Source: an optimization exercise on an open RTL-to-GDS flow (aim: small area, a short achievable clock period and few clock cycles). Production flows keep margins and buffers that such runs may drop.

Setup of sierra:
==> flow/design.v (excerpt) <==
module mul_accel_top #(
  parameter int unsigned StreamerCsrNum = 6
) (
  input  logic  clk_i,
  input  logic  rst_n_i,
  input  mul_accel_pkg::addr_t csr_req_addr_i,
  input  mul_accel_pkg::word_t csr_req_data_i,
  input  logic  csr_req_write_i,
  input  logic  csr_req_valid_i,
  output logic  csr_req_ready_o,
  output mul_accel_pkg::word_t csr_rsp_data_o,
  output logic  csr_rsp_valid_o,
  input  logic  csr_rsp_ready_i,
  output mul_accel_pkg::addr_t tcdm_addr_o,
  output mul_accel_pkg::word_t tcdm_wdata_o,
  output logic  tcdm_write_o,
  output logic  tcdm_req_o,
  input  logic  tcdm_gnt_i,
  input  mul_accel_pkg::word_t tcdm_rdata_i,
  input  logic  tcdm_rvalid_i
);
  logic [31:0] base_a_q, base_b_q, base_c_q, len_q, count_q;
  logic [3:0]  shift_q, cshift_q;
  logic        rsp_valid_q;
  logic [6:0]  rsel_q;
  logic        st_a_q, st_b_q, st_c_q, st_t_q;
  logic        first_q, last_q;
  logic [31:0] idx_q;
  logic [31:0] addr_q;
  logic        ga_q, gb_q, s1_q, s2_q, cv_q;
  logic [15:0] a_q;
  logic [31:0] c_q;
  logic busy;
  assign busy = st_a_q | st_b_q | st_c_q | st_t_q;
  logic       req_fire, wr, hi_zero;
  logic [3:0] a4;
  logic       start;
  assign req_fire = csr_req_valid_i & ~rsp_valid_q;
  assign wr       = req_fire & csr_req_write_i;
  assign hi_zero  = csr_req_addr_i[31:4] == '0;
  assign a4       = csr_req_addr_i[3:0];
  assign start    = wr & hi_zero & (a4 == 4'd4) & ~busy & (len_q != '0);
  logic [6:0] rsel_d;
  logic       rd;
  assign rd = ~csr_req_write_i & hi_zero;
  assign rsel_d = {rd & (a4 == 4'd5) & busy, rd & (a4 == 4'd6), rd & (a4 == 4'd8),
                   rd & (a4 == 4'd3), rd & (a4 == 4'd2), rd & (a4 == 4'd1), rd & (a4 == 4'd0)};
  always_ff @(posedge clk_i or negedge rst_n_i) begin
    if (!rst_n_i) begin
      rsp_valid_q <= 1'b0;
    end else if (req_fire) begin
      rsp_valid_q <= 1'b1;
  ...
==> flow/config.mk <==
export PLATFORM = sky130hd
export DESIGN_NAME = mul_accel_top
export DESIGN_NICKNAME = mul_accel_top
export VERILOG_FILES = /design/flow/design.v
export SDC_FILE = /design/flow/constraint.sdc
export NUM_CORES = 4
export LEC_CHECK = 0
export CAP_MARGIN = 20
export CORE_MARGIN = 8
export CORE_UTILIZATION = 40
export CTS_BUF_LIST = sky130_fd_sc_hd__clkbuf_16
export CTS_CLUSTER_DIAMETER = 100
export CTS_CLUSTER_SIZE = 20
export PLACE_DENSITY = 0.6
export SETUP_SLACK_MARGIN = 3.8
export SLEW_MARGIN = 20
==> flow/constraint.sdc <==
create_clock -name core_clock -period 8.0 [get_ports {clk_i}]
set_input_delay 1.6000 -clock core_clock [delete_from_list [all_inputs] [get_ports {clk_i}]]
set_output_delay 1.6000 -clock core_clock [all_outputs]
set_load 0.01 [all_outputs]
standard.sh (not shown) runs the stock make flow with config.mk's settings and CLKGATE_MAP_FILE= SYNTH_SCRIPT=/design/flow/synth_recipe.tcl, a recipe that flattens the netlist after the stock synthesis.
==> flow/flow/run.sh <==
#!/bin/bash
set -euo pipefail
bash standard.sh "BUFFER_PORTS_ARGS=-buffer_cell sky130_fd_sc_hd__buf_1" finish > flow_make.log 2>&1
Input changes introduced in violet (baseline for comparison: sierra):
-- flow/design.v --
<<< sierra, line 37
);
  logic [31:0] base_a_q, base_b_q, base_c_q, len_q, count_q;
  logic [3:0]  shift_q, cshift_q;
  logic        rsp_valid_q;
  logic [6:0]  rsel_q;
>>> violet, line 37
);
  logic [31:0] base_a_q, base_b_q, base_c_q, len_q, count_q;
  logic [3:0]  shift_q;
  logic [3:0]  shl_q, shh_q;
  logic        rsp_valid_q;
  logic [6:0]  rsel_q;
<<< sierra, line 96
      len_q    <= '0;
      shift_q  <= '0;
      cshift_q <= '0;
    end else begin
      if (wr && hi_zero && !busy) begin
>>> violet, line 97
      len_q    <= '0;
      shift_q  <= '0;
      shl_q    <= 4'b0001;
      shh_q    <= 4'b0001;
    end else begin
      if (wr && hi_zero && !busy) begin
<<< sierra, line 103
        if (a4 == 4'd2) base_c_q <= csr_req_data_i;
        if (a4 == 4'd3) len_q    <= csr_req_data_i;
        if (a4 == 4'd7) cshift_q <= shift_q;
      end
      if (wr && hi_zero && a4 == 4'd6) shift_q <= csr_req_data_i[3:0];
>>> violet, line 105
        if (a4 == 4'd2) base_c_q <= csr_req_data_i;
        if (a4 == 4'd3) len_q    <= csr_req_data_i;
        if (a4 == 4'd7) begin
          shl_q <= 4'b0001 << shift_q[1:0];
          shh_q <= 4'b0001 << shift_q[3:2];
        end
      end
      if (wr && hi_zero && a4 == 4'd6) shift_q <= csr_req_data_i[3:0];
<<< sierra, line 248
  assign ld_enc = gb_q | s1_fire;
  always_ff @(posedge clk_i) begin
    a_q   <= ({16{ga_q}} & tcdm_rdata_i[15:0]) | ({16{~ga_q}} & a_q);
    one_q <= ({4{ld_enc}} & one_d) | ({4{~ld_enc}} & one_q);
    two_q <= ({4{ld_enc}} & two_d) | ({4{~ld_enc}} & two_q);
    neg_q <= ({4{ld_enc}} & neg_d) | ({4{~ld_enc}} & neg_q);
    top_q <= (ld_enc & nbyte[7]) | (~ld_enc & top_q);
  end
  always_ff @(posedge clk_i) begin
>>> violet, line 253
  assign ld_enc = gb_q | s1_fire;
  always_ff @(posedge clk_i) begin
    if (ga_q) a_q <= tcdm_rdata_i[15:0];
    if (ld_enc) begin
      one_q <= one_d;
      two_q <= two_d;
      neg_q <= neg_d;
      top_q <= nbyte[7];
    end
  end
  always_ff @(posedge clk_i) begin
<<< sierra, line 259
    if (s2_q) c_q[7:0] <= c_q[15:8];
  end
  assign tcdm_wdata_o = c_q >> cshift_q;
endmodule
>>> violet, line 266
    if (s2_q) c_q[7:0] <= c_q[15:8];
  end
  logic [31:0] shl_c;
  always_comb begin
    for (int i = 0; i < 32; i++) begin
      shl_c[i] = 1'b0;
      tcdm_wdata_o[i] = 1'b0;
    end
    for (int i = 0; i < 32; i++)
      for (int k = 0; k < 4; k++)
        if (i + k < 32) shl_c[i] = shl_c[i] | (shl_q[k] & c_q[i+k]);
    for (int i = 0; i < 32; i++)
      for (int k = 0; k < 4; k++)
        if (i + 4 * k < 32) tcdm_wdata_o[i] = tcdm_wdata_o[i] | (shh_q[k] & shl_c[i+4*k]);
  end
endmodule
Findings:
violet: PASS, flow complete, no timing, DRC or antenna violations
Depth of the worst register-to-register path in violet is 3 lower than in sierra
The setup slack of violet is larger than that of sierra.
sierra → violet: worst hold slack neither gained nor lost much, sequential share of cell area neither gained nor lost much, number of different library cells in the post-synthesis netlist lost 10, core occupancy in the finished layout lost 0.58 points, wire length of the first global-routing pass picked up an extra 7.8%.
Complex-gate fraction of the synthesized area delta for violet relative to sierra: 3.4 points higher
Global-route track usage on met2 up 3.1 points in violet wrt sierra
The run with more routed wire is violet, not sierra.
Diff sierra -> violet | multi-input logic portion of the cell area | increase of 0.54 points
Comparing sierra and violet, the lower overall routing resource usage was measured on sierra.
Function was not checked in any run of this note: the RTL went through the layout flow alone.

[re-timing with driven ports]
The flow's constraints put no driver on any port. The routed layouts listed below were extracted and timed again, unchanged, in two steps. Step 1 sets driving cells, clkbuf_16 on the clock port and buf_2 on the other inputs (assumed; they add their load-dependent delay and slew). Step 2 moves the port delays by t, midway between the first and last clock arrival at a register: inputs arrive t later, outputs are due t later. That takes back most of the time a late clock gives input paths. a / b / c = ideal ports / drivers / drivers and shift; a / b = the first two.
| run | t, ns | setup WS [ns] | clock arrival spread, ns |
|---|---|---|---|
| sierra | 0.607 | 3.526 / 3.526 / 3.526 | 0.036 / 0.036 |
| violet | 0.603 | 3.668 / 3.668 / 3.668 | 0.029 / 0.029 |
After both steps setup and hold are still met in every run listed.
